Background: an optimization exercise with open tools, aiming at small area and a short achievable clock period. Do not read the settings as production practice.
Where RTL was checked, it was by simulation tests only, not by an equivalence proof against the original.
The RTL of run 1 was laid out without a check of its function.
Power figures rest on the tool's default switching activity, not on a simulated workload.

## flow/config.mk

```make
export PLATFORM = sky130hd
export DESIGN_NAME = rc4_cipher_buffer
export DESIGN_NICKNAME = rc4_cipher_buffer
export VERILOG_FILES = /design/flow/design.v
export SDC_FILE = /design/flow/constraint.sdc
export NUM_CORES = 4
export LEC_CHECK = 0
export CAP_MARGIN = 20
export CORE_MARGIN = 2
export CORE_UTILIZATION = 60
export SETUP_SLACK_MARGIN = 2.0
export SLEW_MARGIN = 20
```

## flow/constraint.sdc

```tcl
create_clock -name core_clock -period 4.2 [get_ports {clk}]
set_input_delay 0.8400 -clock core_clock [delete_from_list [all_inputs] [get_ports {clk}]]
set_output_delay 0.8400 -clock core_clock [all_outputs]
set_load 0.01 [all_outputs]
```

## flow/design.v

```verilog
module rc4_cipher_buffer #(
   parameter  int DATA_W = 8,
   parameter  int DEPTH  = 256,
   localparam int ADDR_W = $clog2(DEPTH)
) (
   input  logic              clk,
   input  logic              rst,
   input  logic              flush,
   input  logic              wr_valid,
   input  logic [DATA_W-1:0] wr_data,
   input  logic              rd_start,
   input  logic              rd_ready,
   output logic              rd_valid,
   output logic [DATA_W-1:0] rd_data,
   output logic              rd_last,
   output logic [ADDR_W:0]   frame_len,
   output logic              busy,
   output logic              overflow,
   output logic              wr_drop,
   output logic [1:0]        o_dbg_state
);
   localparam int OFF_W = 2;
   localparam int COL_W = (ADDR_W - OFF_W) / 2;
   localparam int ROW_W = ADDR_W - OFF_W - COL_W;
   localparam int NOFF  = 1 << OFF_W;
   localparam int NCOL  = 1 << COL_W;
   localparam int NROW  = 1 << ROW_W;
   localparam logic [1:0] S_IDLE    = 2'd0;
   localparam logic [1:0] S_CAPTURE = 2'd1;
   localparam logic [1:0] S_HOLD    = 2'd2;
   localparam logic [1:0] S_REPLAY  = 2'd3;
   localparam logic [ADDR_W:0] DEPTH_L = (ADDR_W+1)'(DEPTH);
   logic [DEPTH*DATA_W-1:0] r_ring;
   logic [1:0]        r_state;
   logic [ADDR_W:0]   r_count;
   logic [ADDR_W:0]   r_frame_len;
   logic              r_overflow;
   logic              r_wr_drop;
   logic [ADDR_W-1:0] r_phase;
   logic [NOFF-1:0]   r_q_off;
   logic [NCOL-1:0]   r_q_col;
   logic [NROW-1:0]   r_q_row;
   logic [NROW-1:0]   r_q_rowl;     
   logic [DATA_W-1:0] r_tap_dly [NOFF];   
   logic              r_prime;      
   logic [ADDR_W-1:0] r_rem;        
   logic              r_rem_zero;   
   logic              r_rd_valid;
   logic              r_rd_last;
   logic [DATA_W-1:0] r_rd_data;
   logic              w_cap_start;
   logic              w_wr_en;
   logic              w_rep_start;
   logic              w_fetch;
   logic              w_fetch_last;
   logic              w_xfer_last;
   logic [ADDR_W-1:0] w_phase_nxt;
   logic [DATA_W-1:0] w_tap_word;
   logic [DATA_W-1:0] w_rd_word;
   assign w_cap_start  = ((r_state == S_IDLE) || (r_state == S_HOLD)) & wr_valid;
   assign w_wr_en      = w_cap_start | ((r_state == S_CAPTURE) & wr_valid & (r_count < DEPTH_L));
   assign w_rep_start  = (r_state == S_HOLD) & ~wr_valid & rd_start;
   assign w_xfer_last  = r_rd_valid & rd_ready & r_rd_last;
   assign w_fetch      = (r_state == S_REPLAY) & ~r_prime &
                         (~r_rd_valid | (rd_ready & ~r_rd_last));
   assign w_fetch_last = w_fetch & r_rem_zero;
   always_ff @(posedge clk) begin
      r_ring <= {r_ring[(DEPTH-1)*DATA_W-1:0],
                 w_wr_en ? wr_data : r_ring[DEPTH*DATA_W-1 -: DATA_W]};
   end
   assign w_phase_nxt = w_cap_start ? '0 : r_phase + 1'b1;
   always_ff @(posedge clk) begin
      r_phase <= w_phase_nxt;
   end
   logic              w_q_load;
   logic              w_q_hold;
   logic              w_q_adv;
   logic              w_col_adv;
   logic              w_row_adv;
   assign w_q_load  = w_cap_start | w_fetch_last;
   assign w_q_hold  = ~w_q_load & w_fetch;
   assign w_q_adv   = ~w_q_load & ~w_fetch;
   assign w_col_adv = w_q_adv & r_q_off[NOFF-1];
   assign w_row_adv = w_col_adv & r_q_col[NCOL-1];
   logic [NOFF-1:0]   w_q_off_nxt;
   logic [NCOL-1:0]   w_q_col_nxt;
   logic [NROW-1:0]   w_q_row_nxt;
   always_comb begin
      for (int i = 0; i < NOFF; i++)
         w_q_off_nxt[i] = (w_q_load & (w_phase_nxt[OFF_W-1:0] == i)) |
                          (~w_q_adv & ~w_q_load & r_q_off[i]) |
                          (w_q_adv & r_q_off[(i+NOFF-1)%NOFF]);
      for (int i = 0; i < NCOL; i++)
         w_q_col_nxt[i] = (w_q_load & (w_phase_nxt[OFF_W+COL_W-1:OFF_W] == i)) |
                          (~w_col_adv & ~w_q_load & r_q_col[i]) |
                          (w_col_adv & r_q_col[(i+NCOL-1)%NCOL]);
      for (int i = 0; i < NROW; i++)
         w_q_row_nxt[i] = (w_q_load & (w_phase_nxt[ADDR_W-1:OFF_W+COL_W] == i)) |
                          (~w_row_adv & ~w_q_load & r_q_row[i]) |
                          (w_row_adv & r_q_row[(i+NROW-1)%NROW]);
   end
   always_ff @(posedge clk) begin
      r_q_off  <= w_q_off_nxt;
      r_q_col  <= w_q_col_nxt;
      r_q_row  <= w_q_row_nxt;
      r_q_rowl <= w_q_row_nxt & {NROW{w_q_off_nxt[0]}};
   end
   logic [DATA_W-1:0] w_live_word;
   always_comb begin
      w_tap_word  = '0;
      w_live_word = '0;
      for (int r = 0; r < NROW; r++) begin
         logic [DATA_W-1:0] row_word;
         row_word = '0;
         for (int c = 0; c < NCOL; c++)
            row_word = row_word |
                       (r_ring[((r*NCOL+c)*NOFF)*DATA_W +: DATA_W] & {DATA_W{r_q_col[c]}});
         w_tap_word  = w_tap_word  | (row_word & {DATA_W{r_q_row[r]}});
         w_live_word = w_live_word | (row_word & {DATA_W{r_q_rowl[r]}});
      end
   end
   always_ff @(posedge clk) begin
      r_tap_dly[1] <= w_tap_word;
      for (int i = 2; i < NOFF; i++) r_tap_dly[i] <= r_tap_dly[i-1];
   end
   always_comb begin
      w_rd_word = w_live_word;
      for (int i = 1; i < NOFF; i++)
         w_rd_word = w_rd_word | (r_tap_dly[i] & {DATA_W{r_q_off[i]}});
   end
   always_ff @(posedge clk) begin
      r_rd_data <= (w_rd_word & {DATA_W{w_fetch}}) | (r_rd_data & {DATA_W{~w_fetch}});
   end
   always_ff @(posedge clk) begin
      if (w_rep_start) begin
         r_rem      <= ADDR_W'(r_frame_len - 1'b1);
         r_rem_zero <= (r_frame_len == (ADDR_W+1)'(1));
      end else if (w_fetch) begin
         r_rem      <= r_rem - 1'b1;
         r_rem_zero <= (r_rem == ADDR_W'(1));
      end
   end
   always_ff @(posedge clk) begin
      if (!rst || flush) begin
         r_state     <= S_IDLE;
         r_count     <= '0;
         r_frame_len <= '0;
         r_overflow  <= 1'b0;
         r_wr_drop   <= 1'b0;
         r_prime     <= 1'b0;
         r_rd_valid  <= 1'b0;
         r_rd_last   <= 1'b0;
      end else begin
         r_prime <= w_rep_start;
         if (w_cap_start) begin
            r_state     <= S_CAPTURE;
            r_count     <= (ADDR_W+1)'(1);
            r_frame_len <= '0;
            r_overflow  <= 1'b0;
            r_wr_drop   <= 1'b0;
         end else if (w_rep_start) begin
            r_state <= S_REPLAY;
         end
         if (r_state == S_CAPTURE) begin
            if (wr_valid) begin
               if (r_count < DEPTH_L) r_count <= r_count + 1'b1;
               else                   r_overflow <= 1'b1;
            end else begin
               r_frame_len <= r_count;
               r_state     <= S_HOLD;
            end
         end
         if (r_state == S_REPLAY) begin
            if (wr_valid) r_wr_drop <= 1'b1;
            if (w_xfer_last) begin
               r_state    <= S_HOLD;
               r_rd_valid <= 1'b0;
               r_rd_last  <= 1'b0;
            end else if (w_fetch) begin
               r_rd_valid <= 1'b1;
               r_rd_last  <= r_rem_zero;
            end
         end
      end
   end
   assign rd_valid    = r_rd_valid;
   assign rd_data     = r_rd_data;
   assign rd_last     = r_rd_last;
   assign frame_len   = r_frame_len;
   assign overflow    = r_overflow;
   assign wr_drop     = r_wr_drop;
   assign busy        = r_state[0];
   assign o_dbg_state = r_state;
endmodule
```

## flow/flow/run.sh

```bash
#!/bin/bash
DU="sky130_fd_sc_hd__probe_p_8 sky130_fd_sc_hd__probec_p_8 sky130_fd_sc_hd__lpflow_bleeder_1"
DU="$DU sky130_fd_sc_hd__lpflow_clkbufkapwr_1 sky130_fd_sc_hd__lpflow_clkbufkapwr_16 sky130_fd_sc_hd__lpflow_clkbufkapwr_2"
DU="$DU sky130_fd_sc_hd__lpflow_clkbufkapwr_4 sky130_fd_sc_hd__lpflow_clkbufkapwr_8"
DU="$DU sky130_fd_sc_hd__lpflow_clkinvkapwr_1 sky130_fd_sc_hd__lpflow_clkinvkapwr_16 sky130_fd_sc_hd__lpflow_clkinvkapwr_2"
DU="$DU sky130_fd_sc_hd__lpflow_clkinvkapwr_4 sky130_fd_sc_hd__lpflow_clkinvkapwr_8"
DU="$DU sky130_fd_sc_hd__lpflow_decapkapwr_12 sky130_fd_sc_hd__lpflow_decapkapwr_3 sky130_fd_sc_hd__lpflow_decapkapwr_4"
DU="$DU sky130_fd_sc_hd__lpflow_decapkapwr_6 sky130_fd_sc_hd__lpflow_decapkapwr_8"
DU="$DU sky130_fd_sc_hd__lpflow_inputiso0n_1 sky130_fd_sc_hd__lpflow_inputiso0p_1 sky130_fd_sc_hd__lpflow_inputiso1n_1"
DU="$DU sky130_fd_sc_hd__lpflow_inputiso1p_1 sky130_fd_sc_hd__lpflow_inputisolatch_1"
DU="$DU sky130_fd_sc_hd__lpflow_isobufsrc_1 sky130_fd_sc_hd__lpflow_isobufsrc_16 sky130_fd_sc_hd__lpflow_isobufsrc_2"
DU="$DU sky130_fd_sc_hd__lpflow_isobufsrc_4 sky130_fd_sc_hd__lpflow_isobufsrc_8 sky130_fd_sc_hd__lpflow_isobufsrckapwr_16"
DU="$DU sky130_fd_sc_hd__lpflow_lsbuf_lh_hl_isowell_tap_1 sky130_fd_sc_hd__lpflow_lsbuf_lh_hl_isowell_tap_2"
DU="$DU sky130_fd_sc_hd__lpflow_lsbuf_lh_hl_isowell_tap_4 sky130_fd_sc_hd__lpflow_lsbuf_lh_isowell_4"
DU="$DU sky130_fd_sc_hd__lpflow_lsbuf_lh_isowell_tap_1 sky130_fd_sc_hd__lpflow_lsbuf_lh_isowell_tap_2"
DU="$DU sky130_fd_sc_hd__lpflow_lsbuf_lh_isowell_tap_4"
DU="$DU sky130_fd_sc_hd__clkdlybuf4s15_1 sky130_fd_sc_hd__clkdlybuf4s15_2 sky130_fd_sc_hd__clkdlybuf4s18_1"
DU="$DU sky130_fd_sc_hd__clkdlybuf4s18_2 sky130_fd_sc_hd__clkdlybuf4s25_1 sky130_fd_sc_hd__clkdlybuf4s25_2"
DU="$DU sky130_fd_sc_hd__clkdlybuf4s50_1 sky130_fd_sc_hd__clkdlybuf4s50_2 sky130_fd_sc_hd__dlygate4sd1_1"
DU="$DU sky130_fd_sc_hd__dlygate4sd2_1 sky130_fd_sc_hd__dlygate4sd3_1 sky130_fd_sc_hd__dlymetal6s2s_1"
DU="$DU sky130_fd_sc_hd__dlymetal6s4s_1 sky130_fd_sc_hd__dlymetal6s6s_1"
CTS="-sink_clustering_enable -repair_clock_nets -dont_use_dummy_load"
CTS="$CTS -sink_clustering_size 24 -sink_clustering_max_diameter 80"
bash standard.sh "DONT_USE_CELLS=$DU" "CTS_ARGS=$CTS" MATCH_CELL_FOOTPRINT=0 finish > standard.log 2>&1
```

## flow/standard.sh

```bash
#!/bin/bash
# synth_recipe.tcl (not shown) runs the flow's synth.tcl, then flattens the netlist and writes it again
# the make line also repeats each setting of config.mk as NAME=value (left out here)
make -C /OpenROAD-flow-scripts/flow DESIGN_CONFIG=/design/flow/config.mk WORK_HOME=/design/flow/orfs CLKGATE_MAP_FILE= SYNTH_SCRIPT=/design/flow/synth_recipe.tcl "${@:-finish}"
```

==> impl_results.rst, run 1 <==
.. list-table::
   :header-rows: 1

   * - Metric
     - Value
   * - GRT overflow
     - 0
   * - Total stage count of the critical path
     - 1
   * - Status
     - timing/DRC/antenna clean
   * - Transition at the pin with the smallest max-transition slack
     - 1.16 ns
   * - Combined area of all synthesized cells
     - 48,700 um^2
   * - Gr busiest metal
     - met1
   * - Chip width
     - 289 um
   * - Leakage
     - 20.4 nW
   * - Vias after detailed routing
     - 21,500
   * - H-tree lvl count
     - 3
   * - Final WL
     - 90,600 um
   * - Clock root buffer
     - sky130_fd_sc_hd__clkbuf_16
   * - Achievable Freq
     - 0.451 GHz
   * - Slowest cell on the critical path
     - sky130_fd_sc_hd__edfxtp_1
   * - Die ar.
     - 83,400 um^2
   * - Antenna violations before repair
     - 2
   * - Syn. warnings
     - 2
   * - Part of the cycle the worst path needs
     - 0.529
   * - Routed len/inst
     - 21.9 um
   * - Vias in the first global route
     - 21,200
   * - Largest stage delay on the critical path
     - 0.52 ns
   * - Number of hold-slack violations in the final timing report
     - 0
   * - Hold-fix buffers at CTS
     - 0
   * - Global routing usage summed across all routing layers
     - 0.212
   * - Max_slew headroom
     - 0.225
   * - Fraction of final layout cells with drive strength greater than 1
     - 0.0620
   * - Die height
     - 289 um
   * - Synthesized instance count
     - 2,980
   * - Crit path kind
     - reg2out
   * - Part of the power in the clock network
     - 0.317
   * - Final HPWL DP
     - 48,300 um
   * - Post-synthesis cell type count
     - 72
   * - Number of antenna repair diodes
     - 0
   * - Peak fanout along the critical path
     - 1
   * - Unrepaired setup endpoints after global routing
     - true
   * - Pre-CTS setup slack
     - 1.27 ns
   * - EDFF count, synth
     - 17
   * - Switching Fraction
     - 0.196
   * - Mean instance size in the synthesized netlist
     - 16.3 um^2
   * - Maximum clock skew at final layout
     - 0.0555 ns
   * - Cts bufs inserted
     - 99
   * - Total nets after synthesis
     - 3,000
   * - Number of nets still failing antenna checks after routing
     - 0
   * - Wire length of the first global-routing pass
     - 131,000 um
   * - Dominant synthesized flop cell
     - sky130_fd_sc_hd__dfxtp_1
   * - Sort of element at the start of the critical path
     - flop
   * - Combinational Power Share
     - 0.013
   * - Required time reported for the critical path endpoint
     - 3.36 ns
   * - # clock sinks
     - 2,150
   * - Flop and latch count out of synthesis
     - 2,150
   * - Switching power of the nets
     - 6.09 mW
   * - Setup crit end kind
     - output pin
   * - Sequential element share of the synthesized area
     - 0.888
   * - Placeable core area
     - 80,400 um^2
   * - Max IR drop VDD
     - 0.465 mV
   * - Number of max-cap violations
     - 0
   * - Number of remaining DRC errors
     - 0
   * - Total internal power
     - 25.0 mW
   * - Total power divided by cell area
     - 590 nW/um^2
   * - Routability congestion estimate
     - 0.803
   * - Row Count
     - 104
   * - Filler Cells Inserted
     - 5,704
   * - 1st-pass router iterations
     - 6
   * - End point of the critical path
     - rd_data[2]
   * - Post-synthesis to final-layout area growth
     - 8.29%
   * - Global-route track usage on met1
     - 0.322
   * - Portion of total power attributed to sequential cells
     - 0.670
   * - Global routing met2 resource utilization
     - 0.315
   * - Arrival time at the worst endpoint
     - 1.38 ns
   * - Number of cells on the worst reg-to-reg path
     - 6
   * - Largest delay share family, worst path
     - flip-flops
   * - Most frequent cells in the layout
     - 2,121 x sky130_fd_sc_hd__dfxtp_1, 299 x sky130_fd_sc_hd__a22oi_1, 99 x sky130_fd_sc_hd__clkbuf_16
   * - CTS clock-pin slew for the worst setup and hold paths
     - 0.09 ns
   * - Via/cell ratio
     - 5.20
   * - Most common cell after layout, fill and taps aside
     - sky130_fd_sc_hd__dfxtp_1
   * - Post-route minimum period
     - 2.22 ns
   * - Setup slack after layout
     - 1.98 ns
   * - Met3 GRT Util
     - 0.0327
   * - First DRT Iteration DRCs
     - 1,756
   * - Post-route setup TNS
     - 0 ns
   * - Initial core utilization
     - 0.605
   * - FFs w/ async S/R, synth
     - 0
   * - Hold slack
     - 0.291 ns
   * - Num ports
     - 38
   * - NumNets Final
     - 3,101
   * - Worst path buffer plus inverter count
     - 1
   * - Worst skew pair latency
     - 0.67 ns
   * - Number of buffers added on ports
     - 37
   * - Final setup violation count
     - 0
   * - Reg2Reg Launch Point
     - r_q_col[4]$_DFF_P_
   * - Register-to-register path setup slack
     - 2.10 ns
   * - Worst hold-check path type
     - reg2reg
   * - Max-slew violation count
     - 0
   * - Largest net degree at the start of global routing
     - 26
   * - Bufs on Longest Clock Path
     - 3
   * - Worst path cell trace
     - buf_1
   * - CTS tree
     - yes
==> synthesized netlist by cell type, drive strengths merged, types with 3 or more instances <==
library cell     n  area, um^2
and2             3        18.8
dfxtp         2133       42700
and4             3        26.3
nor2b           20         125
a221oi           4        35.0
nand4           73         463
edfxtp          17         510
nand2           42         165
clkbuf          55         206
a31oi            5        31.3
a22o             4        35.0
mux2            10         113
o21ai           10        50.1
a22oi          299        2240
nor2            56         215
nor4             6        37.5
a311oi           3        26.3
nor3b            3        33.8
o211ai           5        47.5
nand2b           9        63.8
xor2            11        96.3
buf             45         236
a222oi          18         180
o31a             3        26.3
xnor2            8        70.1
inv             18        67.6
nand3           23         115
a211oi           4        55.1
a221o            3        30.0
nor3             8        45.0
mux2i            3        30.0
a2bb2oi          3        26.3
a21oi           32         160
and3             8        55.1
ha               6        75.1
==> worst reg2reg max path, delay by kind of cell (launching register included) <==
family	cells	cell delay [ns]
AOI/OAI and AO/OA	3	0.79
buffers and inverters	1	0.26
DFF	1	0.49
and+or+nand+nor	2	0.32
==> routing by layer <==
layer	wire, um	share of wire
met1	44600	0.49
met3	4650	0.051
met2	38700	0.43
met5	0	0
met4	2560	0.028
==> timing repair <==
item                                    CTS  global route
buffers inserted                         10            30
gates resized for setup                  28            22
pin swaps                                 2             4
endpoints found under the setup margin   71            15
hold endpoints to repair                  0             0
==> cell type report <==
class,count,area (um^2),share of cell area
repair buffers,100,623,0.0118
multi-input cells,712,4970,0.0943
flip-flops and latches,2150,43300,0.820
clock buffers,99,2480,0.0470
well taps,1060,1330,0.0252
inverters,18,70.1,0.00133
==> state kept, by name, summed over array words and instances, names as in the netlist, named ones only <==
signal,cells
r_overflow,1
r_q_col,8
r_rd_valid,1
r_rem,8
r_q_off,4
r_ring,2048
r_count,9
r_state,2
r_rd_last,1
r_frame_len,9
r_prime,1
r_rem_zero,1
r_phase,8
r_wr_drop,1
r_q_row,8
r_tap_dly,24
r_q_rowl,8
==> kinds of logic (layout without fill, tap and decap cells) <==
group | count (synthesis) | in the layout | synth area share
simple gates | 264 | 264 | 0.0299
xor+xnor | 19 | 19 | 0.00342
flops | 2150 | 2150 | 0.888
buf+inv | 118 | 217 | 0.0105
compound gates | 410 | 410 | 0.0641
mux | 13 | 13 | 0.00293
fa+ha+maj | 6 | 6 | 0.00154
==> power by group through the flow <==
stage               combinational [mW]  clock [mW]  sequential (mW)
global route                     0.427        10.8             20.9
detailed placement               0.271           0             21.4
CTS                              0.338        10.1             20.9
finish                           0.409        9.85             20.8
floorplan                        0.215           0             21.2
global placement                 0.266           0             21.4
==> through the flow <==
| step | util | area (um^2) | power, mW | cells |
|---|---|---|---|---|
| 2_1_floorplan | - | 48700 | 21.4 | 2980 |
| 3_3_place_gp | 0.620 | 49900 | 21.6 | 4000 |
| 3_5_place_dp | 0.620 | 49900 | 21.7 | 4000 |
| 4_1_cts | 0.652 | 52500 | 31.3 | 4109 |
| 5_1_grt | 0.656 | 52700 | 32.1 | 4139 |
| 6_report | 0.656 | 52700 | 31.1 | 4139 |
==> worst min-delay path by stage <==
stage	from	end	cells past startpoint
floorplan	r_ring[1000]$_DFF_P_	r_ring[1008]$_DFF_P_	0
global placement	r_ring[1705]$_DFF_P_	r_ring[1713]$_DFF_P_	0
detailed placement	r_ring[1279]$_DFF_P_	r_ring[1287]$_DFF_P_	0
CTS	r_ring[156]$_DFF_P_	r_ring[164]$_DFF_P_	0
global route	r_ring[1672]$_DFF_P_	r_ring[1680]$_DFF_P_	0
finish	r_ring[1277]$_DFF_P_	r_ring[1285]$_DFF_P_	0
==> run 2, diff against run 1 <==
--- a/flow/design.v
+++ b/flow/design.v
@@ -130,5 +130,6 @@
    end
    always_ff @(posedge clk) begin
-      r_rd_data <= (w_rd_word & {DATA_W{w_fetch}}) | (r_rd_data & {DATA_W{~w_fetch}});
+      if (!rst)         r_rd_data <= '0;
+      else if (w_fetch) r_rd_data <= w_rd_word;
    end
    always_ff @(posedge clk) begin
==> run 2 against run 1 <==
  * Sequential power is essentially flat
  * Clock skew shrank 0.012 ns
  * Maximum frequency grew 2.7%
  * Largest cell class unchanged
  * Core utilization shrank 0.34 points
  * Non-clock buffer count shrank 22
  * Power shrank 0.38%
  * Worst hold slack gained 0.011 ns
  * Critical path type is now reg2reg
==> impl_results.rst, run 2 <==
.. list-table::
   :header-rows: 1

   * - Metric
     - Value
   * - Num ports
     - 38 (unchanged)
   * - End point of the critical path
     - r_rd_data[6]$_SDFFE_PN0P_ (was rd_data[2])
   * - Final WL
     - 88,800 um (was 90,600 um)
   * - Die height
     - 288 um (was 289 um)
   * - EDFF count, synth
     - 9 (was 17)
   * - Global routing usage summed across all routing layers
     - 0.212 (about the same)
   * - Max_slew headroom
     - 0.320 (was 0.225)
   * - Switching Fraction
     - 0.196 (about the same)
   * - Dominant synthesized flop cell
     - sky130_fd_sc_hd__dfxtp_1 (unchanged)
   * - Required time reported for the critical path endpoint
     - 4.74 ns (was 3.36 ns)
   * - Total nets after synthesis
     - 2,966 (was 3,000)
   * - Number of max-cap violations
     - 0 (unchanged)
   * - Clock root buffer
     - sky130_fd_sc_hd__clkbuf_16 (unchanged)
   * - Post-synth top area share
     - 0.887 (was 0.877)
   * - GRT overflow
     - 0 (unchanged)
   * - Sort of element at the start of the critical path
     - flop (unchanged)
   * - Largest net degree at the start of global routing
     - 40 (was 26)
   * - Reg area
     - 43,200 um^2 (was 43,300 um^2)
   * - Hold slack
     - 0.302 ns (was 0.291 ns)
   * - Final setup violation count
     - 0 (unchanged)
   * - Reg2Reg Launch Point
     - r_q_col[4]$_DFF_P_ (unchanged)
   * - Number of nets still failing antenna checks after routing
     - 0 (unchanged)
   * - Portion of total power attributed to sequential cells
     - 0.671 (was 0.670)
   * - Final cell area excluding filler cells
     - 52,300 um^2 (was 52,700 um^2)
   * - CTS clock-pin slew for the worst setup and hold paths
     - 0.09 ns (about the same)
   * - Total power divided by cell area
     - 593 nW/um^2 (was 590 nW/um^2)
   * - Ranking of synthesized cells by instance count
     - 2,141 x sky130_fd_sc_hd__dfxtp_1, 299 x sky130_fd_sc_hd__a22oi_1, 78 x sky130_fd_sc_hd__nand4_1 (was 2,133 x sky130_fd_sc_hd__dfxtp_1, 299 x sky130_fd_sc_hd__a22oi_1, 72 x sky130_fd_sc_hd__nand4_1)
   * - Number of cells on the worst reg-to-reg path
     - 5 (was 6)
   * - Hold-fix buffers at CTS
     - 0 (unchanged)
   * - Synthesized instance count
     - 2,946 (was 2,980)
   * - Pre-CTS setup slack
     - 1.31 ns (was 1.27 ns)
   * - Max-slew violation count
     - 0 (unchanged)
   * - Number of buffers added on ports
     - 37 (unchanged)
   * - Most frequent cells in the layout
     - 2,129 x sky130_fd_sc_hd__dfxtp_1, 299 x sky130_fd_sc_hd__a22oi_1, 99 x sky130_fd_sc_hd__clkbuf_16 (was 2,121 x sky130_fd_sc_hd__dfxtp_1, 299 x sky130_fd_sc_hd__a22oi_1, 99 x sky130_fd_sc_hd__clkbuf_16)
   * - Most common cell after layout, fill and taps aside
     - sky130_fd_sc_hd__dfxtp_1 (unchanged)
   * - Number of antenna repair diodes
     - 0 (unchanged)
   * - Most frequent cell after synthesis
     - sky130_fd_sc_hd__dfxtp_1 (unchanged)
   * - Post-route minimum period
     - 2.16 ns (was 2.22 ns)
   * - Part of the cycle the worst path needs
     - 0.514 (was 0.529)
   * - Register-to-register path setup slack
     - 2.04 ns (was 2.10 ns)
   * - Combinational Power Share
     - 0.010 (was 0.013)
   * - Total internal power
     - 24.9 mW (was 25.0 mW)
   * - Register with the highest flop count
     - r_ring (unchanged)
   * - Bufs on Longest Clock Path
     - 3 (unchanged)
   * - Leading registers by flop count
     - r_ring (2048), r_tap_dly (24) (unchanged)
   * - Routed len/inst
     - 21.7 um (was 21.9 um)
   * - Unrepaired setup endpoints after global routing
     - false (was true)
   * - Flip-flop count of the largest register after layout
     - 2,048 (unchanged)
   * - Worst hold-check path type
     - reg2reg (unchanged)
   * - Syn. warnings
     - 2 (unchanged)
   * - Cell type contributing the most total cell area after synthesis
     - sky130_fd_sc_hd__dfxtp_1 (unchanged)
   * - Setup crit end kind
     - flop (was output pin)
   * - Fraction of final layout cells with drive strength greater than 1
     - 0.0574 (was 0.0620)
   * - Antenna violations before repair
     - 0 (was 2)
   * - Cts bufs inserted
     - 99 (unchanged)
   * - NumNets Final
     - 3,051 (was 3,101)
   * - # clock sinks
     - 2,150 (unchanged)
   * - Dpl cell area
     - 49,600 um^2 (was 49,900 um^2)
   * - First DRT Iteration DRCs
     - 1,646 (was 1,756)
   * - Crit path kind
     - reg2reg (was reg2out)
   * - Wire length of the first global-routing pass
     - 132,000 um (was 131,000 um)
   * - Transition at the pin with the smallest max-transition slack
     - 1.02 ns (was 1.16 ns)
   * - Setup slack after layout
     - 2.04 ns (was 1.98 ns)
   * - 1st-pass router iterations
     - 8 (was 6)
   * - Die ar.
     - 82,800 um^2 (was 83,400 um^2)
   * - Placeable core area
     - 80,200 um^2 (was 80,400 um^2)
   * - Combined area of all synthesized cells
     - 48,300 um^2 (was 48,700 um^2)
   * - Sequential element share of the synthesized area
     - 0.893 (was 0.888)
   * - CTS tree
     - yes (unchanged)
   * - Synth area leaders
     - sky130_fd_sc_hd__dfxtp_1 89%, sky130_fd_sc_hd__a22oi_1 4.6%, sky130_fd_sc_hd__nand4_1 1.0% (was sky130_fd_sc_hd__dfxtp_1 88%, sky130_fd_sc_hd__a22oi_1 4.6%, sky130_fd_sc_hd__edfxtp_1 1.0%)
   * - Area used by multi-input combinational logic
     - 4830 um^2 (was 4970 um^2)
   * - Chip width
     - 288 um (was 289 um)
   * - Mean instance size in the synthesized netlist
     - 16.4 um^2 (was 16.3 um^2)
   * - Max IR drop VDD
     - 0.376 mV (was 0.465 mV)
   * - Routability congestion estimate
     - 0.817 (was 0.803)
   * - Part of the power in the clock network
     - 0.319 (was 0.317)
   * - Leakage
     - 20.1 nW (was 20.4 nW)
   * - Filler Cells Inserted
     - 5,806 (was 5,704)
   * - Switching power of the nets
     - 6.08 mW (was 6.09 mW)
   * - Initial core utilization
     - 0.603 (was 0.605)
   * - Maximum clock skew at final layout
     - 0.0433 ns (was 0.0555 ns)
   * - Number of hold-slack violations in the final timing report
     - 0 (unchanged)
   * - FFs w/ async S/R, synth
     - 0 (unchanged)
   * - Via/cell ratio
     - 5.18 (was 5.20)
   * - Count of placed standard cells including taps
     - 3,972 (was 4,000)
   * - Number of remaining DRC errors
     - 0 (unchanged)
   * - Worst skew pair latency
     - 0.67 ns (about the same)
   * - Arrival time at the worst endpoint
     - 2.70 ns (was 1.38 ns)
   * - Peak fanout along the critical path
     - 20 (was 1)
   * - Number of standard cells in the layout, taps in and fillers out
     - 4,089 (was 4,139)
   * - Flop and latch count out of synthesis
     - 2,150 (unchanged)
   * - Post-synthesis to final-layout area growth
     - 8.21% (was 8.29%)
   * - H-tree lvl count
     - 3 (unchanged)
   * - End of the worst register-to-register path
     - r_rd_data[6]$_SDFFE_PN0P_
   * - Row Count
     - 104 (unchanged)
   * - Vias in the first global route
     - 21,400 (was 21,200)
   * - Post-route setup TNS
     - 0 ns (unchanged)
   * - Vias after detailed routing
     - 21,200 (was 21,500)
   * - Worst setup path start
     - r_q_col[4]$_DFF_P_
   * - Achievable Freq
     - 0.463 GHz (was 0.451 GHz)
   * - Post-synthesis cell type count
     - 57 (was 72)
   * - Status
     - timing/DRC/antenna clean (unchanged)
   * - Final HPWL DP
     - 47,300 um (was 48,300 um)
   * - HP Start
     - r_ring[1143]$_DFF_P_ (was r_ring[1277]$_DFF_P_)
## run 2: power groups by stage
stage | clock network [mW] | logic [mW] | registers (mW)
floorplan | 0 | 0.191 | 21.2
global placement | 0 | 0.258 | 21.3
detailed placement | 0 | 0.263 | 21.3
CTS | 10.1 | 0.287 | 20.8
global route | 10.8 | 0.335 | 20.8
finish | 9.89 | 0.315 | 20.8
## run 2: cell type report
cell class,count,area share
clock buffers,99,0.0474
multi-input cells,692,0.0923
inverters,10,0.000718
flip-flops and latches,2150,0.826
well taps,1060,0.0254
repair buffers,78,0.00850
## run 2: worst max-delay path, stage by stage, from the launching register on
cell	delay [ns]
sky130_fd_sc_hd__dfxtp_4	0.55
sky130_fd_sc_hd__buf_4	0.35
sky130_fd_sc_hd__a22oi_1	0.20
sky130_fd_sc_hd__nand4_1	0.31
sky130_fd_sc_hd__a222oi_1	0.46
sky130_fd_sc_hd__a31oi_1	0.14
## run 2: per-stage QoR
step,power [mW],util
global route,31.9,0.652
floorplan,21.3,-
global placement,21.6,0.619
CTS,31.2,0.651
finish,31.0,0.652
detailed placement,21.6,0.619
## run 2: kinds of logic after synthesis
kind of cell	after synthesis	share of synthesized area
AOI/OAI and AO/OA	421	0.0650
xor gates and xnor gates	15	0.00272
adders and majority gates	6	0.00155
buffers and inverters	104	0.00839
DFF	2150	0.893
muxes	18	0.00401
and+or+nand+nor	232	0.0256
## run 2: routing by layer
layer	global-route usage	up-vias	wire length, um
li1	-	10100	-
met1	0.310	10400	43100
met2	0.325	536	38900
met3	0.0412	137	4900
met4	0.0588	2	1880
met5	0	-	49
## run 2: timing repair
item                                    4_1_cts  5_1_grt
gates resized for setup                      13        9
buffers inserted                              9        9
endpoints found under the setup margin       61       32
pin swaps                                     2        0
## run 2: worst min path at each step
stage / end / slack (ns) / cells past startpoint
6_report: r_ring[1151]$_DFF_P_ / 0.30 / 0
5_1_grt: r_ring[1151]$_DFF_P_ / 0.30 / 0
4_1_cts: r_ring[1151]$_DFF_P_ / 0.30 / 0
3_5_place_dp: r_ring[1274]$_DFF_P_ / 0.31 / 0
3_3_place_gp: r_ring[336]$_DFF_P_ / 0.31 / 0
2_1_floorplan: r_ring[1008]$_DFF_P_ / 0.31 / 0
==> run 3, diff against run 2 <==
--- a/flow/config.mk
+++ b/flow/config.mk
@@ -8,5 +8,5 @@
 export CAP_MARGIN = 20
 export CORE_MARGIN = 2
-export CORE_UTILIZATION = 60
-export SETUP_SLACK_MARGIN = 2.0
+export CORE_UTILIZATION = 80
+export SETUP_SLACK_MARGIN = 2.3
 export SLEW_MARGIN = 20
==> run 3 against run 2 <==
  * The flow now stops in global routing
  * Synthesized cell count stayed put
  * Area after synthesis stayed put
==> impl_results.rst, run 3 <==
.. list-table::
   :header-rows: 1

   * - Metric
     - Value
   * - Antenna violations before repair
     - 12
   * - Largest net degree at the start of global routing
     - 37
   * - Mean instance size in the synthesized netlist
     - 16.4 um^2 (unchanged)
   * - # clock sinks
     - 2,150 (unchanged)
   * - Synthesized instance count
     - 2,946 (unchanged)
   * - Error message
     - [ERROR GRT-0232] Routing congestion too high. Check the congestion heatmap in the GUI.
   * - Worst ep type
     - register data pin
   * - Clock root buffer
     - sky130_fd_sc_hd__clkbuf_16 (unchanged)
   * - Dominant synthesized flop cell
     - sky130_fd_sc_hd__dfxtp_1 (unchanged)
   * - Bufs on Longest Clock Path
     - 3 (unchanged)
   * - Syn. warnings
     - 2 (unchanged)
   * - EDFF count, synth
     - 9 (unchanged)
   * - Global routing usage summed across all routing layers
     - 0.674
   * - Routability congestion estimate
     - 0.816 (was 0.817)
   * - Failed at
     - global routing
   * - Most frequent cell after synthesis
     - sky130_fd_sc_hd__dfxtp_1 (unchanged)
   * - Num ports
     - 38 (unchanged)
   * - Combined area of all synthesized cells
     - 48,300 um^2 (unchanged)
   * - Chip width
     - 250 um (was 288 um)
   * - Status
     - stopped before the end (was timing/DRC/antenna clean)
   * - Post-synth top area share
     - 0.887 (unchanged)
   * - Count of placed standard cells including taps
     - 3,686 (was 3,972)
   * - Die height
     - 250 um (was 288 um)
   * - H-tree lvl count
     - 3 (unchanged)
   * - Sequential element share of the synthesized area
     - 0.893 (unchanged)
   * - Number of buffers added on ports
     - 37 (unchanged)
   * - Cell type contributing the most total cell area after synthesis
     - sky130_fd_sc_hd__dfxtp_1 (unchanged)
   * - Pre-CTS setup slack
     - 1.13 ns (was 1.31 ns)
   * - Final HPWL DP
     - 49,600 um (was 47,300 um)
   * - Ranking of synthesized cells by instance count
     - 2,141 x sky130_fd_sc_hd__dfxtp_1, 299 x sky130_fd_sc_hd__a22oi_1, 78 x sky130_fd_sc_hd__nand4_1 (unchanged)
   * - Initial core utilization
     - 0.805 (was 0.603)
   * - FFs w/ async S/R, synth
     - 0 (unchanged)
   * - Flop and latch count out of synthesis
     - 2,150 (unchanged)
   * - Worst endpoint left by the global-route repair_timing run
     - r_rd_data[7]$_SDFFE_PN0P_/D
   * - Row Count
     - 90 (was 104)
   * - Total nets after synthesis
     - 2,966 (unchanged)
   * - Post-synthesis cell type count
     - 57 (unchanged)
   * - Synth area leaders
     - sky130_fd_sc_hd__dfxtp_1 89%, sky130_fd_sc_hd__a22oi_1 4.6%, sky130_fd_sc_hd__nand4_1 1.0% (unchanged)
   * - GRT overflow
     - 2
   * - Hold-fix buffers at CTS
     - 0 (unchanged)
   * - Cts bufs inserted
     - 99 (unchanged)
[run 3: cell families after synthesis]
group                      after synthesis  synth area share
DFF                                   2150             0.893
AOI/OAI and AO/OA                      421            0.0650
and+or+nand+nor                        232            0.0256
buffers and inverters                  104           0.00839
muxes                                   18           0.00401
xor gates and xnor gates                15           0.00272
adders and majority gates                6           0.00155
[run 3: worst max-delay path by stage]
stage / startpoint / end / cells past startpoint
after CTS: r_rd_data[4]$_SDFFE_PN0P_ / rd_data[4] / 1
after global placement: wr_valid / r_ring[4]$_DFF_P_ / 3
after floorplan: rd_ready / r_q_col[1]$_DFF_P_ / 6
after detailed placement: wr_valid / r_q_col[1]$_DFF_P_ / 5
[run 3: timing repair]
action                                 4_1_cts
cloned                                       7
resized for setup                          220
pin swaps                                   53
endpoints found under the hold margin        0
setup endpoints to repair                  113
buffers inserted                           116
[run 3: metal layers]
metal / track usage / GRT overflow
met1: 0.669 / 0
met2: 0.897 / 1
met3: 0.448 / 0
met4: 0.682 / 1
met5: 0.189 / 0
[run 3: stage by stage]
step                      area (um^2)  total power, mW  hold slack (ns)
after CTS                       53100             31.4            0.297
after detailed placement        49300             21.5            0.312
after global placement          49300             21.5            0.310
after floorplan                 48400             21.3            0.310
[run 3: power by group through the flow]
stage	Sequential [mW]	Combinational [mW]	Clock, mW
detailed placement	21.3	0.258	0
global placement	21.3	0.253	0
CTS	20.8	0.497	10.2
floorplan	21.2	0.194	0
==> run 4, diff against run 3 <==
--- a/flow/config.mk
+++ b/flow/config.mk
@@ -8,5 +8,5 @@
 export CAP_MARGIN = 20
 export CORE_MARGIN = 2
-export CORE_UTILIZATION = 80
-export SETUP_SLACK_MARGIN = 2.3
+export CORE_UTILIZATION = 70
+export SETUP_SLACK_MARGIN = 2.4
 export SLEW_MARGIN = 20
==> run 4 against run 3 <==
  * Now clean on timing, DRC and antenna
  * Area after synthesis unchanged
  * Synthesized cell count did not move
==> impl_results.rst, run 4 <==
.. list-table::
   :header-rows: 1

   * - Metric
     - Value
   * - Status
     - timing/DRC/antenna clean (was stopped before the end)
   * - Sort of element at the start of the critical path
     - flop
   * - Routed len/inst
     - 23.0 um
   * - EDFF count, synth
     - 9 (unchanged)
   * - Num ports
     - 38 (unchanged)
   * - Routability congestion estimate
     - 0.796 (was 0.816)
   * - Transition at the pin with the smallest max-transition slack
     - 1.06 ns
   * - Flop and latch count out of synthesis
     - 2,150 (unchanged)
   * - Combined area of all synthesized cells
     - 48,300 um^2 (unchanged)
   * - Filler Cells Inserted
     - 3,859
   * - Most frequent cell after synthesis
     - sky130_fd_sc_hd__dfxtp_1 (unchanged)
   * - Achievable Freq
     - 0.496 GHz
   * - Final HPWL DP
     - 45,400 um (was 49,600 um)
   * - Max-slew violation count
     - 0
   * - Largest family of logic cells by synthesized area
     - compound AO/OA/AOI/OAI gates (unchanged)
   * - Simple-gate area share of the yosys netlist
     - 0.0256 (unchanged)
   * - First DRT Iteration DRCs
     - 1,885
   * - Hold-fix buffers at CTS
     - 0 (unchanged)
   * - Share of the synthesized area in compound gates (AO/OA/AOI/OAI)
     - 0.0650 (unchanged)
   * - Hold slack
     - 0.289 ns
   * - CTS clock-pin slew for the worst setup and hold paths
     - 0.09 ns
   * - Flip-flop count of the largest register after layout
     - 2,048
   * - Leading registers by flop count
     - r_ring (2048), r_tap_dly (24)
   * - Dominant synthesized flop cell
     - sky130_fd_sc_hd__dfxtp_1 (unchanged)
   * - Ranking of synthesized cells by instance count
     - 2,141 x sky130_fd_sc_hd__dfxtp_1, 299 x sky130_fd_sc_hd__a22oi_1, 78 x sky130_fd_sc_hd__nand4_1 (unchanged)
   * - Post-synthesis to final-layout area growth
     - 10.7%
   * - Adder and majority gate portion of the synthesized area
     - 0.00155 (unchanged)
   * - Synthesized instance count
     - 2,946 (unchanged)
   * - Most common cell after layout, fill and taps aside
     - sky130_fd_sc_hd__dfxtp_1
   * - Post-synth top area share
     - 0.887 (unchanged)
   * - Final setup violation count
     - 0
   * - Bufs on Longest Clock Path
     - 3 (unchanged)
   * - Crit path kind
     - reg2out
   * - Chip width
     - 267 um (was 250 um)
   * - Total nets after synthesis
     - 2,966 (unchanged)
   * - Synth area leaders
     - sky130_fd_sc_hd__dfxtp_1 89%, sky130_fd_sc_hd__a22oi_1 4.6%, sky130_fd_sc_hd__nand4_1 1.0% (unchanged)
   * - Maximum clock skew at final layout
     - 0.0571 ns
   * - Worst skew pair latency
     - 0.66 ns
   * - Largest stage delay on the critical path
     - 0.40 ns
   * - Row Count
     - 96 (was 90)
   * - H-tree lvl count
     - 3 (unchanged)
   * - Vias in the first global route
     - 22,000
   * - Fraction of synthesized area in multiplexers
     - 0.00401 (unchanged)
   * - Max_slew headroom
     - 0.291
   * - Number of hold-slack violations in the final timing report
     - 0
   * - Share of the core filled with cells in the final layout
     - 0.781
   * - Number of antenna repair diodes
     - 0
   * - Die ar.
     - 71,100 um^2
   * - Post-synthesis cell type count
     - 57 (unchanged)
   * - Sequential element share of the synthesized area
     - 0.893 (unchanged)
   * - Post-route setup TNS
     - 0 ns
   * - Share of the synthesized netlist area taken by xor and xnor gates
     - 0.00272 (unchanged)
   * - Global routing usage summed across all routing layers
     - 0.255
   * - Cts bufs inserted
     - 99 (unchanged)
   * - Pre-CTS setup slack
     - 1.08 ns (was 1.13 ns)
   * - 1st-pass router iterations
     - 13
   * - Leakage
     - 20.8 nW
   * - Max IR drop VDD
     - 0.477 mV
   * - GRT overflow
     - 0
   * - Worst path cell trace
     - buf_6
   * - Wire length of the first global-routing pass
     - 135,000 um
   * - Largest delay share family, worst path
     - flip-flops
   * - Number of max-cap violations
     - 0
   * - Syn. warnings
     - 2 (unchanged)
   * - FFs w/ async S/R, synth
     - 0 (unchanged)
   * - Fraction of final layout cells with drive strength greater than 1
     - 0.111
   * - Worst hold-check path type
     - reg2reg
   * - Area used by multi-input combinational logic
     - 5200 um^2
   * - Number of buffers added on ports
     - 37 (unchanged)
   * - Final WL
     - 92,100 um
   * - Total power divided by cell area
     - 582 nW/um^2
   * - Vias after detailed routing
     - 22,000
   * - NumNets Final
     - 3,152
   * - CTS tree
     - yes
   * - Slowest cell on the critical path
     - sky130_fd_sc_hd__dfxtp_4
   * - Largest net degree at the start of global routing
     - 40
   * - Worst path buffer plus inverter count
     - 1
   * - Part of the cycle the worst path needs
     - 0.480
   * - Cell type contributing the most total cell area after synthesis
     - sky130_fd_sc_hd__dfxtp_1 (unchanged)
   * - Setup crit end kind
     - output pin
   * - # clock sinks
     - 2,150 (unchanged)
   * - Die height
     - 267 um (was 250 um)
   * - Initial core utilization
     - 0.706 (was 0.805)
   * - Register with the highest flop count
     - r_ring
   * - Number of remaining DRC errors
     - 0
   * - Required time reported for the critical path endpoint
     - 3.36 ns
   * - Antenna violations before repair
     - 1
   * - Placeable core area
     - 68,500 um^2
   * - Via/cell ratio
     - 5.49
   * - Reg area
     - 43,200 um^2
   * - Clock root buffer
     - sky130_fd_sc_hd__clkbuf_16 (unchanged)
   * - Number of nets still failing antenna checks after routing
     - 0
   * - Mean instance size in the synthesized netlist
     - 16.4 um^2 (unchanged)
   * - Post-route minimum period
     - 2.02 ns
   * - Most frequent cells in the layout
     - 2,103 x sky130_fd_sc_hd__dfxtp_1, 268 x sky130_fd_sc_hd__a22oi_1, 102 x sky130_fd_sc_hd__clkbuf_16
   * - Arrival time at the worst endpoint
     - 1.18 ns
   * - Unrepaired setup endpoints after global routing
     - true
   * - Peak fanout along the critical path
     - 2
   * - Setup slack after layout
     - 2.18 ns
-- run 4: worst reg2reg max path, stage by stage (launching register included) --
cell and delay [ns]:
sky130_fd_sc_hd__dfxtp_4 0.37, sky130_fd_sc_hd__buf_6 0.11, sky130_fd_sc_hd__nand2b_4 0.15, sky130_fd_sc_hd__a211o_4 0.40, sky130_fd_sc_hd__buf_1 0.13, sky130_fd_sc_hd__buf_6 0.12
sky130_fd_sc_hd__and3_4 0.21, sky130_fd_sc_hd__a221o_1 0.37
-- run 4: path summary, 6_finish.rpt --
check / start / end / slack (ns) / depth (start not counted)
worst max-delay path: r_rd_data[6]$_SDFFE_PN0P_ / rd_data[6] / 2.18 / 1
worst min-delay path: r_ring[1046]$_DFF_P_ / r_ring[1054]$_DFF_P_ / 0.29 / 0
worst max register to register: r_rd_last$_SDFFE_PP0P_ / r_q_col[1]$_DFF_P_ / 2.23 / 7
worst min register to register: r_ring[1046]$_DFF_P_ / r_ring[1054]$_DFF_P_ / 0.29 / 0
-- run 4: area by class of cell --
cell class | count | area share
flip-flops and latches | 2150 | 0.809
well taps | 882 | 0.0206
repair buffers | 178 | 0.0263
clock buffers | 99 | 0.0463
multi-input cells | 693 | 0.0973
inverters | 10 | 0.000819
-- run 4: kinds of logic (layout without fill, tap and decap cells) --
| logic type | Yosys count | in the layout |
|---|---|---|
| compound gates | 421 | 421 |
| xor+xnor | 15 | 15 |
| fa+ha+maj | 6 | 6 |
| buf+inv | 104 | 287 |
| flops | 2150 | 2150 |
| mux | 18 | 18 |
| simple gates | 232 | 233 |
-- run 4: routing by layer --
metal	routed length [um]	up-vias	global-route usage	part of all wire
met5	0	-	0	0
met2	41000	620	0.392	0.44
met1	43200	10900	0.373	0.47
li1	-	10300	-	-
met3	4910	218	0.0413	0.053
met4	3030	0	0.0890	0.033
-- run 4: power by group --
part           internal, mW  total [mW]  switching (mW)
clock                  4.21        9.88            5.67
sequential             20.6        20.7           0.133
combinational         0.162       0.491           0.329
-- run 4: metrics by stage --
step           cell area [um^2]  instances  power [mW]
6_report                  53500       4012        31.1
5_1_grt                   53500       4012        32.0
4_1_cts                   52800       3967        31.2
3_5_place_dp              49400       3786        21.6
3_3_place_gp              49400       3785        21.5
2_1_floorplan             48400       2946        21.3
-- run 4: what timing repair did --
item | CTS | global route
setup endpoints to repair | 118 | 75
gates resized for setup | 184 | 91
buffers inserted | 80 | 42
gates cloned | 2 | 3
pin swaps | 26 | 71
==> run 5, diff against run 4 <==
--- a/flow/config.mk
+++ b/flow/config.mk
@@ -8,5 +8,5 @@
 export CAP_MARGIN = 20
 export CORE_MARGIN = 2
-export CORE_UTILIZATION = 70
-export SETUP_SLACK_MARGIN = 2.4
+export CORE_UTILIZATION = 65
+export SETUP_SLACK_MARGIN = 2.5
 export SLEW_MARGIN = 20
==> run 5 against run 4 <==
  * Still clean on timing, DRC and antenna
  * Sequential power hardly changed
  * Critical path depth is 9 higher
  * Synthesized cell count stayed put
  * Global-route usage is 1.5 points lower
  * Critical path type is now reg2reg
  * Critical endpoint is now r_q_col[0]$_DFF_P_
==> impl_results.rst, run 5 <==
.. list-table::
   :header-rows: 1

   * - Metric
     - Value
   * - Status
     - timing/DRC/antenna clean (unchanged)
   * - Worst skew pair latency
     - 0.68 ns (was 0.66 ns)
   * - Number of remaining DRC errors
     - 0 (unchanged)
   * - Transition at the pin with the smallest max-transition slack
     - 1.04 ns (was 1.06 ns)
   * - Maximum clock skew at final layout
     - 0.0565 ns (was 0.0571 ns)
   * - Final setup violation count
     - 0 (unchanged)
   * - Flop and latch count out of synthesis
     - 2,150 (unchanged)
   * - Most frequent cell after synthesis
     - sky130_fd_sc_hd__dfxtp_1 (unchanged)
   * - Post-synth top area share
     - 0.887 (unchanged)
   * - NumNets Final
     - 3,224 (was 3,152)
   * - Flip-flop count of the largest register after layout
     - 2,048 (unchanged)
   * - Number of buffers added on ports
     - 37 (unchanged)
   * - First DRT Iteration DRCs
     - 1,904 (was 1,885)
   * - Number of nets still failing antenna checks after routing
     - 0 (unchanged)
   * - Final HPWL DP
     - 46,800 um (was 45,400 um)
   * - Placeable core area
     - 73,300 um^2 (was 68,500 um^2)
   * - Part of the cycle the worst path needs
     - 0.476 (was 0.480)
   * - # clock sinks
     - 2,150 (unchanged)
   * - Cts bufs inserted
     - 99 (unchanged)
   * - Wire length of the first global-routing pass
     - 138,000 um (was 135,000 um)
   * - CTS clock-pin slew for the worst setup and hold paths
     - 0.09 ns (about the same)
   * - Max_slew headroom
     - 0.307 (was 0.291)
   * - Num ports
     - 38 (unchanged)
   * - Leading registers by flop count
     - r_ring (2048), r_tap_dly (24) (unchanged)
   * - Filler Cells Inserted
     - 4,447 (was 3,859)
   * - Dpl cell area
     - 49,600 um^2 (was 49,400 um^2)
   * - Mean instance size in the synthesized netlist
     - 16.4 um^2 (unchanged)
   * - Cell type contributing the most total cell area after synthesis
     - sky130_fd_sc_hd__dfxtp_1 (unchanged)
   * - GRT overflow
     - 0 (unchanged)
   * - Initial core utilization
     - 0.659 (was 0.706)
   * - Terminating pin of the worst hold path
     - r_ring[923]$_DFF_P_ (was r_ring[1054]$_DFF_P_)
   * - Hold-critical path depth
     - 0 (unchanged)
   * - Synthesized instance count
     - 2,946 (unchanged)
   * - Total power
     - 31.2 mW (was 31.1 mW)
   * - Fraction of final layout cells with drive strength greater than 1
     - 0.141 (was 0.111)
   * - Combined area of all synthesized cells
     - 48,300 um^2 (unchanged)
   * - Max-slew violation count
     - 0 (unchanged)
   * - Final WL
     - 94,000 um (was 92,100 um)
   * - Area used by multi-input combinational logic
     - 5470 um^2 (was 5200 um^2)
   * - Total power divided by cell area
     - 572 nW/um^2 (was 582 nW/um^2)
   * - Syn. warnings
     - 2 (unchanged)
   * - Row Count
     - 99 (was 96)
   * - Vias in the first global route
     - 22,100 (was 22,000)
   * - H-tree lvl count
     - 3 (unchanged)
   * - CTS tree
     - yes (unchanged)
   * - Hold-fix buffers at CTS
     - 0 (unchanged)
   * - Number of hold-slack violations in the final timing report
     - 0 (unchanged)
   * - Chip width
     - 277 um (was 267 um)
   * - Antenna violations before repair
     - 0 (was 1)
   * - Ranking of synthesized cells by instance count
     - 2,141 x sky130_fd_sc_hd__dfxtp_1, 299 x sky130_fd_sc_hd__a22oi_1, 78 x sky130_fd_sc_hd__nand4_1 (unchanged)
   * - Required time reported for the critical path endpoint
     - 4.72 ns (was 3.36 ns)
   * - FFs w/ async S/R, synth
     - 0 (unchanged)
   * - Via/cell ratio
     - 5.32 (was 5.49)
   * - Post-synthesis cell type count
     - 57 (unchanged)
   * - Register with the highest flop count
     - r_ring (unchanged)
   * - Reg area
     - 43,200 um^2 (about the same)
   * - HP Start
     - r_ring[915]$_DFF_P_ (was r_ring[1046]$_DFF_P_)
   * - Largest net degree at the start of global routing
     - 25 (was 40)
   * - Arrival time at the worst endpoint
     - 2.52 ns (was 1.18 ns)
   * - Unrepaired setup endpoints after global routing
     - true (unchanged)
   * - Vias after detailed routing
     - 22,100 (was 22,000)
   * - Max IR drop VDD
     - 0.470 mV (was 0.477 mV)
   * - Routed len/inst
     - 22.6 um (was 23.0 um)
   * - Dominant synthesized flop cell
     - sky130_fd_sc_hd__dfxtp_1 (unchanged)
   * - End of the worst register-to-register path
     - r_q_col[0]$_DFF_P_ (was r_q_col[1]$_DFF_P_)
   * - Worst hold-check path type
     - reg2reg (unchanged)
   * - Total nets after synthesis
     - 2,966 (unchanged)
   * - Sort of element at the start of the critical path
     - flop (unchanged)
   * - Post-route setup TNS
     - 0 ns (unchanged)
   * - Clock root buffer
     - sky130_fd_sc_hd__clkbuf_16 (unchanged)
   * - Reg2Reg Launch Point
     - r_rd_last$_SDFFE_PP0P_ (unchanged)
   * - Routability congestion estimate
     - 0.744 (was 0.796)
   * - Number of max-cap violations
     - 0 (unchanged)
   * - Peak fanout along the critical path
     - 7 (was 2)
   * - Sequential element share of the synthesized area
     - 0.893 (unchanged)
   * - Most common cell after layout, fill and taps aside
     - sky130_fd_sc_hd__dfxtp_1 (unchanged)
   * - Post-synthesis to final-layout area growth
     - 13.0% (was 10.7%)
   * - Number of antenna repair diodes
     - 0 (unchanged)
   * - Post-route minimum period
     - 2.00 ns (was 2.02 ns)
   * - Leakage
     - 21.2 nW (was 20.8 nW)
   * - Die ar.
     - 76,500 um^2 (was 71,100 um^2)
   * - Crit path kind
     - reg2reg (was reg2out)
   * - Number of cells on the worst reg-to-reg path
     - 10 (was 7)
   * - Final cell area excluding filler cells
     - 54,600 um^2 (was 53,500 um^2)
   * - Die height
     - 277 um (was 267 um)
   * - Global routing usage summed across all routing layers
     - 0.241 (was 0.255)
   * - Achievable Freq
     - 0.500 GHz (was 0.496 GHz)
   * - 1st-pass router iterations
     - 8 (was 13)
   * - Most frequent cells in the layout
     - 2,103 x sky130_fd_sc_hd__dfxtp_1, 232 x sky130_fd_sc_hd__a22oi_1, 106 x sky130_fd_sc_hd__clkbuf_16 (was 2,103 x sky130_fd_sc_hd__dfxtp_1, 268 x sky130_fd_sc_hd__a22oi_1, 102 x sky130_fd_sc_hd__clkbuf_16)
   * - EDFF count, synth
     - 9 (unchanged)
   * - Setup crit end kind
     - flop (was output pin)
   * - Synth area leaders
     - sky130_fd_sc_hd__dfxtp_1 89%, sky130_fd_sc_hd__a22oi_1 4.6%, sky130_fd_sc_hd__nand4_1 1.0% (unchanged)
   * - Register-to-register path setup slack
     - 2.20 ns (was 2.23 ns)
   * - Bufs on Longest Clock Path
     - 3 (unchanged)
==> run 5: final cells by class <==
| cell class | instances | area share |
|---|---|---|
| flip-flops and latches | 2150 | 0.792 |
| inverters | 10 | 0.000802 |
| clock buffers | 99 | 0.0454 |
| well taps | 959 | 0.0220 |
| repair buffers | 250 | 0.0396 |
| multi-input cells | 693 | 0.100 |
==> run 5: per-layer routing <==
metal	vias to the layer above	track usage	routed length (um)
met5	-	0	0
met4	0	0.0729	2780
met3	189	0.0387	4640
met2	563	0.374	42200
met1	11000	0.352	44400
li1	10400	-	-
==> run 5: power breakdown <==
group          total (mW)  internal (mW)  switching (mW)  leakage (nW)
combinational       0.608          0.242           0.366          2.48
clock                9.86           4.21            5.65          1.22
sequential           20.7           20.6           0.130          17.5
total                31.2           25.1            6.15          21.2
==> run 5: through the flow <==
stage,hold slack [ns],std cells,utilization,setup WS [ns]
2_1_floorplan,0.310,2946,-,2.11
5_1_grt,0.297,4161,0.744,2.15
3_5_place_dp,0.312,3866,0.676,1.10
4_1_cts,0.297,4109,0.735,2.18
6_report,0.304,4161,0.744,2.20
3_3_place_gp,0.310,3866,0.676,1.26
==> run 5: how the worst max path moves through the flow <==
stage / from / end
detailed placement: wr_valid / r_q_col[1]$_DFF_P_
finish: r_rd_last$_SDFFE_PP0P_ / r_q_col[0]$_DFF_P_
floorplan: rd_ready / r_q_col[1]$_DFF_P_
global placement: wr_valid / r_q_col[1]$_DFF_P_
global route: r_q_col[0]$_DFF_P_ / r_rd_data[2]$_SDFFE_PN0P_
CTS: r_rd_data[7]$_SDFFE_PN0P_ / rd_data[7]
==> run 5: cells by family after synthesis <==
group                    synth area share
AO/OA/AOI/OAI                      0.0650
flip-flops                          0.893
XOR/XNOR                          0.00272
buffers and inverters             0.00839
adder cells (fa/ha/maj)           0.00155
AND/OR/NAND/NOR                    0.0256
multiplexers                      0.00401
==> run 5: critical path: stages (launching register included) <==
cell	delay (ns)
sky130_fd_sc_hd__dfxtp_2	0.34
sky130_fd_sc_hd__buf_6	0.11
sky130_fd_sc_hd__nand2b_4	0.16
sky130_fd_sc_hd__a2111oi_4	0.37
sky130_fd_sc_hd__buf_6	0.15
sky130_fd_sc_hd__buf_8	0.11
sky130_fd_sc_hd__buf_6	0.10
sky130_fd_sc_hd__a211oi_4	0.03
sky130_fd_sc_hd__buf_6	0.17
sky130_fd_sc_hd__buf_1	0.09
sky130_fd_sc_hd__a211o_1	0.25
==> run 5: timing repair <==
action | CTS | global route
cloned | 7 | 2
hold endpoints to repair | 0 | 0
endpoints found under the setup margin | 127 | 107
setup buffers | 137 | 50
gates resized for setup | 320 | 101
pin swaps | 85 | 80
==> run 6, diff against run 5 <==
--- a/flow/config.mk
+++ b/flow/config.mk
@@ -8,5 +8,5 @@
 export CAP_MARGIN = 20
 export CORE_MARGIN = 2
-export CORE_UTILIZATION = 65
-export SETUP_SLACK_MARGIN = 2.5
+export CORE_UTILIZATION = 70
+export SETUP_SLACK_MARGIN = 2.2
 export SLEW_MARGIN = 20
==> run 6 against run 5 <==
  * Wire length fell by 4.4%
  * First-iteration DRC count fell by 8.3%
  * Clock power barely moved
  * Non-clock buffer count fell by 108
  * Area after synthesis did not move
  * Worst setup slack improved by 0.0068 ns
  * Synthesized cell count did not move
  * Sequential cell count did not move
  * Highest routed layer unchanged
==> impl_results.rst, run 6 <==
.. list-table::
   :header-rows: 1

   * - Metric
     - Value
   * - Die ar.
     - 71,100 um^2 (was 76,500 um^2)
   * - Most common cell after layout, fill and taps aside
     - sky130_fd_sc_hd__dfxtp_1 (unchanged)
   * - Bufs on Longest Clock Path
     - 3 (unchanged)
   * - Largest net degree at the start of global routing
     - 32 (was 25)
   * - Routability congestion estimate
     - 0.828 (was 0.744)
   * - Achievable Freq
     - 0.502 GHz (was 0.500 GHz)
   * - Worst hold-check path type
     - reg2reg (unchanged)
   * - Chip width
     - 267 um (was 277 um)
   * - 1st-pass router iterations
     - 6 (was 8)
   * - Global routing usage summed across all routing layers
     - 0.252 (was 0.241)
   * - Number of antenna repair diodes
     - 0 (unchanged)
   * - Final setup violation count
     - 0 (unchanged)
   * - Setup crit end kind
     - output pin (was flop)
   * - Post-route minimum period
     - 1.99 ns (was 2.00 ns)
   * - Most frequent cells in the layout
     - 2,107 x sky130_fd_sc_hd__dfxtp_1, 298 x sky130_fd_sc_hd__a22oi_1, 99 x sky130_fd_sc_hd__clkbuf_16 (was 2,103 x sky130_fd_sc_hd__dfxtp_1, 232 x sky130_fd_sc_hd__a22oi_1, 106 x sky130_fd_sc_hd__clkbuf_16)
   * - Post-synthesis cell type count
     - 57 (unchanged)
   * - Slowest cell on the critical path
     - sky130_fd_sc_hd__dfxtp_2 (was sky130_fd_sc_hd__a2111oi_4)
   * - Crit path kind
     - reg2out (was reg2reg)
   * - Row Count
     - 96 (was 99)
   * - Number of max-cap violations
     - 0 (unchanged)
   * - CTS clock-pin slew for the worst setup and hold paths
     - 0.09 ns (about the same)
   * - Part of the cycle the worst path needs
     - 0.474 (was 0.476)
   * - NumNets Final
     - 3,116 (was 3,224)
   * - Terminating pin of the worst hold path
     - r_ring[323]$_DFF_P_ (was r_ring[923]$_DFF_P_)
   * - Die height
     - 267 um (was 277 um)
   * - Flop and latch count out of synthesis
     - 2,150 (unchanged)
   * - Placeable core area
     - 68,500 um^2 (was 73,300 um^2)
   * - Reg2Reg Launch Point
     - r_q_col[1]$_DFF_P_ (was r_rd_last$_SDFFE_PP0P_)
   * - Final HPWL DP
     - 46,300 um (was 46,800 um)
   * - Clock root buffer
     - sky130_fd_sc_hd__clkbuf_16 (unchanged)
   * - FFs w/ async S/R, synth
     - 0 (unchanged)
   * - Final WL
     - 89,800 um (was 94,000 um)
   * - Number of buffers added on ports
     - 37 (unchanged)
   * - Post-synth top area share
     - 0.887 (unchanged)
   * - Via/cell ratio
     - 5.46 (was 5.32)
   * - Worst path buffer plus inverter count
     - 1 (was 6)
   * - Worst path cell trace
     - buf_6 (was buf_6 -> nand2b_4 -> a2111oi_4 -> buf_6 -> buf_8 -> buf_6 -> a211oi_4 -> buf_6 -> buf_1 -> a211o_1)
   * - Required time reported for the critical path endpoint
     - 3.36 ns (was 4.72 ns)
   * - Total nets after synthesis
     - 2,966 (unchanged)
   * - Transition at the pin with the smallest max-transition slack
     - 0.952 ns (was 1.04 ns)
   * - Number of hold-slack violations in the final timing report
     - 0 (unchanged)
   * - Number of nets still failing antenna checks after routing
     - 0 (unchanged)
   * - Sort of element at the start of the critical path
     - flop (unchanged)
   * - Leading registers by flop count
     - r_ring (2048), r_tap_dly (24) (unchanged)
   * - Hold-critical path depth
     - 0 (unchanged)
   * - Initial core utilization
     - 0.706 (was 0.659)
   * - Total power divided by cell area
     - 588 nW/um^2 (was 572 nW/um^2)
   * - Largest stage delay on the critical path
     - 0.36 ns (was 0.37 ns)
   * - Antenna violations before repair
     - 0 (unchanged)
   * - Max-slew violation count
     - 0 (unchanged)
   * - Fraction of final layout cells with drive strength greater than 1
     - 0.0844 (was 0.141)
   * - Number of cells on the worst reg-to-reg path
     - 6 (was 10)
   * - Peak fanout along the critical path
     - 2 (was 7)
   * - Post-synthesis to final-layout area growth
     - 9.18% (was 13.0%)
   * - GRT overflow
     - 0 (unchanged)
   * - Mean instance size in the synthesized netlist
     - 16.4 um^2 (unchanged)
   * - Register-to-register path setup slack
     - 2.22 ns (was 2.20 ns)
   * - First DRT Iteration DRCs
     - 1,746 (was 1,904)
   * - Num ports
     - 38 (unchanged)
   * - Leakage
     - 20.5 nW (was 21.2 nW)
   * - Status
     - timing/DRC/antenna clean (unchanged)
   * - Vias in the first global route
     - 21,900 (was 22,100)
   * - Combined area of all synthesized cells
     - 48,300 um^2 (unchanged)
   * - Arrival time at the worst endpoint
     - 1.15 ns (was 2.52 ns)
   * - Sequential element share of the synthesized area
     - 0.893 (unchanged)
   * - Total power
     - 31.0 mW (was 31.2 mW)
   * - Ranking of synthesized cells by instance count
     - 2,141 x sky130_fd_sc_hd__dfxtp_1, 299 x sky130_fd_sc_hd__a22oi_1, 78 x sky130_fd_sc_hd__nand4_1 (unchanged)
   * - Number of remaining DRC errors
     - 0 (unchanged)
   * - End of the worst register-to-register path
     - r_rd_data[7]$_SDFFE_PN0P_ (was r_q_col[0]$_DFF_P_)
   * - Cts bufs inserted
     - 99 (unchanged)
   * - EDFF count, synth
     - 9 (unchanged)
   * - Unrepaired setup endpoints after global routing
     - true (unchanged)
   * - Largest delay share family, worst path
     - flip-flops (was buffers and inverters)
   * - Flip-flop count of the largest register after layout
     - 2,048 (unchanged)
   * - CTS tree
     - yes (unchanged)
   * - Routed len/inst
     - 22.6 um (about the same)
   * - Syn. warnings
     - 2 (unchanged)
   * - Max IR drop VDD
     - 0.484 mV (was 0.470 mV)
   * - HP Start
     - r_ring[315]$_DFF_P_ (was r_ring[915]$_DFF_P_)
   * - H-tree lvl count
     - 3 (unchanged)
   * - Post-route setup TNS
     - 0 ns (unchanged)
   * - Worst skew pair latency
     - 0.67 ns (was 0.68 ns)
   * - Most frequent cell after synthesis
     - sky130_fd_sc_hd__dfxtp_1 (unchanged)
   * - Synth area leaders
     - sky130_fd_sc_hd__dfxtp_1 89%, sky130_fd_sc_hd__a22oi_1 4.6%, sky130_fd_sc_hd__nand4_1 1.0% (unchanged)
   * - Cell type contributing the most total cell area after synthesis
     - sky130_fd_sc_hd__dfxtp_1 (unchanged)
   * - # clock sinks
     - 2,150 (unchanged)
   * - Vias after detailed routing
     - 21,700 (was 22,100)
   * - Wire length of the first global-routing pass
     - 134,000 um (was 138,000 um)
   * - Max_slew headroom
     - 0.365 (was 0.307)
   * - Maximum clock skew at final layout
     - 0.0475 ns (was 0.0565 ns)
   * - Dominant synthesized flop cell
     - sky130_fd_sc_hd__dfxtp_1 (unchanged)
   * - Synthesized instance count
     - 2,946 (unchanged)
   * - Register with the highest flop count
     - r_ring (unchanged)
run 6: cell counts after synthesis:
Identical to the previous run, type by type.
run 6: cell families after synthesis:
family                     Yosys count  share of synthesized area
xor gates and xnor gates            15                    0.00272
buffers and inverters              104                    0.00839
AOI/OAI and AO/OA                  421                     0.0650
muxes                               18                    0.00401
DFF                               2150                      0.893
adders and majority gates            6                    0.00155
and+or+nand+nor                    232                     0.0256
run 6: layout make-up:
class	count	area, um^2
fillers	3966	15700
inverters	10	43.8
multi-input cells	693	4930
repair buffers	142	968
clock buffers	99	2480
well taps	882	1100
flip-flops and latches	2150	43200
run 6: worst max path at each step:
stage | start | end | slack (ns) | cells after the start
after detailed placement | wr_valid | r_q_col[2]$_DFF_P_ | 1.00 | 5
after CTS | r_rd_data[5]$_SDFFE_PN0P_ | rd_data[5] | 2.17 | 1
after global routing | r_rd_data[5]$_SDFFE_PN0P_ | rd_data[5] | 2.16 | 1
final | r_rd_data[5]$_SDFFE_PN0P_ | rd_data[5] | 2.21 | 1
after floorplan | rd_ready | r_q_col[1]$_DFF_P_ | 2.11 | 6
after global placement | wr_valid | r_q_col[1]$_DFF_P_ | 1.21 | 5
run 6: routing by layer:
layer / routed length, um / share of wire / up-vias / track usage
met2: 40000 / 0.45 / 628 / 0.389
met1: 42300 / 0.47 / 10700 / 0.365
met4: 2470 / 0.027 / 0 / 0.0812
li1: - / - / 10200 / -
met3: 5040 / 0.056 / 166 / 0.0446
met5: 0 / 0 / - / 0
run 6: repair_timing:
action | 4_1_cts | 5_1_grt
buffers inserted | 50 | 35
pin swaps | 12 | 14
hold buffers | 0 | 0
gates cloned | 0 | 1
resized for setup | 115 | 27
endpoints found under the setup margin | 101 | 63
run 6: power breakdown:
| part | total (mW) | leakage [nW] | internal (mW) | switching (mW) |
|---|---|---|---|---|
| Combinational | 0.416 | 1.79 | 0.117 | 0.299 |
| Sequential | 20.8 | 17.5 | 20.6 | 0.143 |
| Clock | 9.85 | 1.22 | 4.21 | 5.64 |
| Total | 31.0 | 20.5 | 24.9 | 6.08 |
run 6: through the flow:
stage	std cells	utilization	cell area, um^2	setup WS [ns]	hold slack, ns
finish	3976	0.770	52700	2.21	0.306
global route	3976	0.770	52700	2.16	0.315
CTS	3940	0.766	52400	2.17	0.310
detailed placement	3791	0.722	49400	1.00	0.312
global placement	3791	0.722	49400	1.21	0.309
floorplan	2946	-	48400	2.11	0.310

-- static timing again, ports no longer ideal --
No port has a modelled driver above. Below, the same layouts with a new extraction and two added sets of constraints.
Step 1 sets driving cells, clkbuf_16 on the clock port and buf_2 on the other inputs (assumed; they add their load-dependent delay and slew).
Step 2 times the ports against the registers' clock, not the clock port: input delays grow and output delays shrink by t, the midpoint of the rising clock arrivals with the driver on.
Three values: ideal, step 1, step 2; two values: the first two.
run	shift t [ns]	setup WS [ns]
run 1	0.715	1.980 / 1.913 / 1.483
run 2	0.711	2.040 / 1.985 / 1.542
run 4	0.706	2.182 / 2.118 / 1.609
run 5	0.716	2.201 / 2.150 / 1.630
run 6	0.713	2.208 / 2.141 / 1.673
After both steps setup and hold are still met in every run listed.
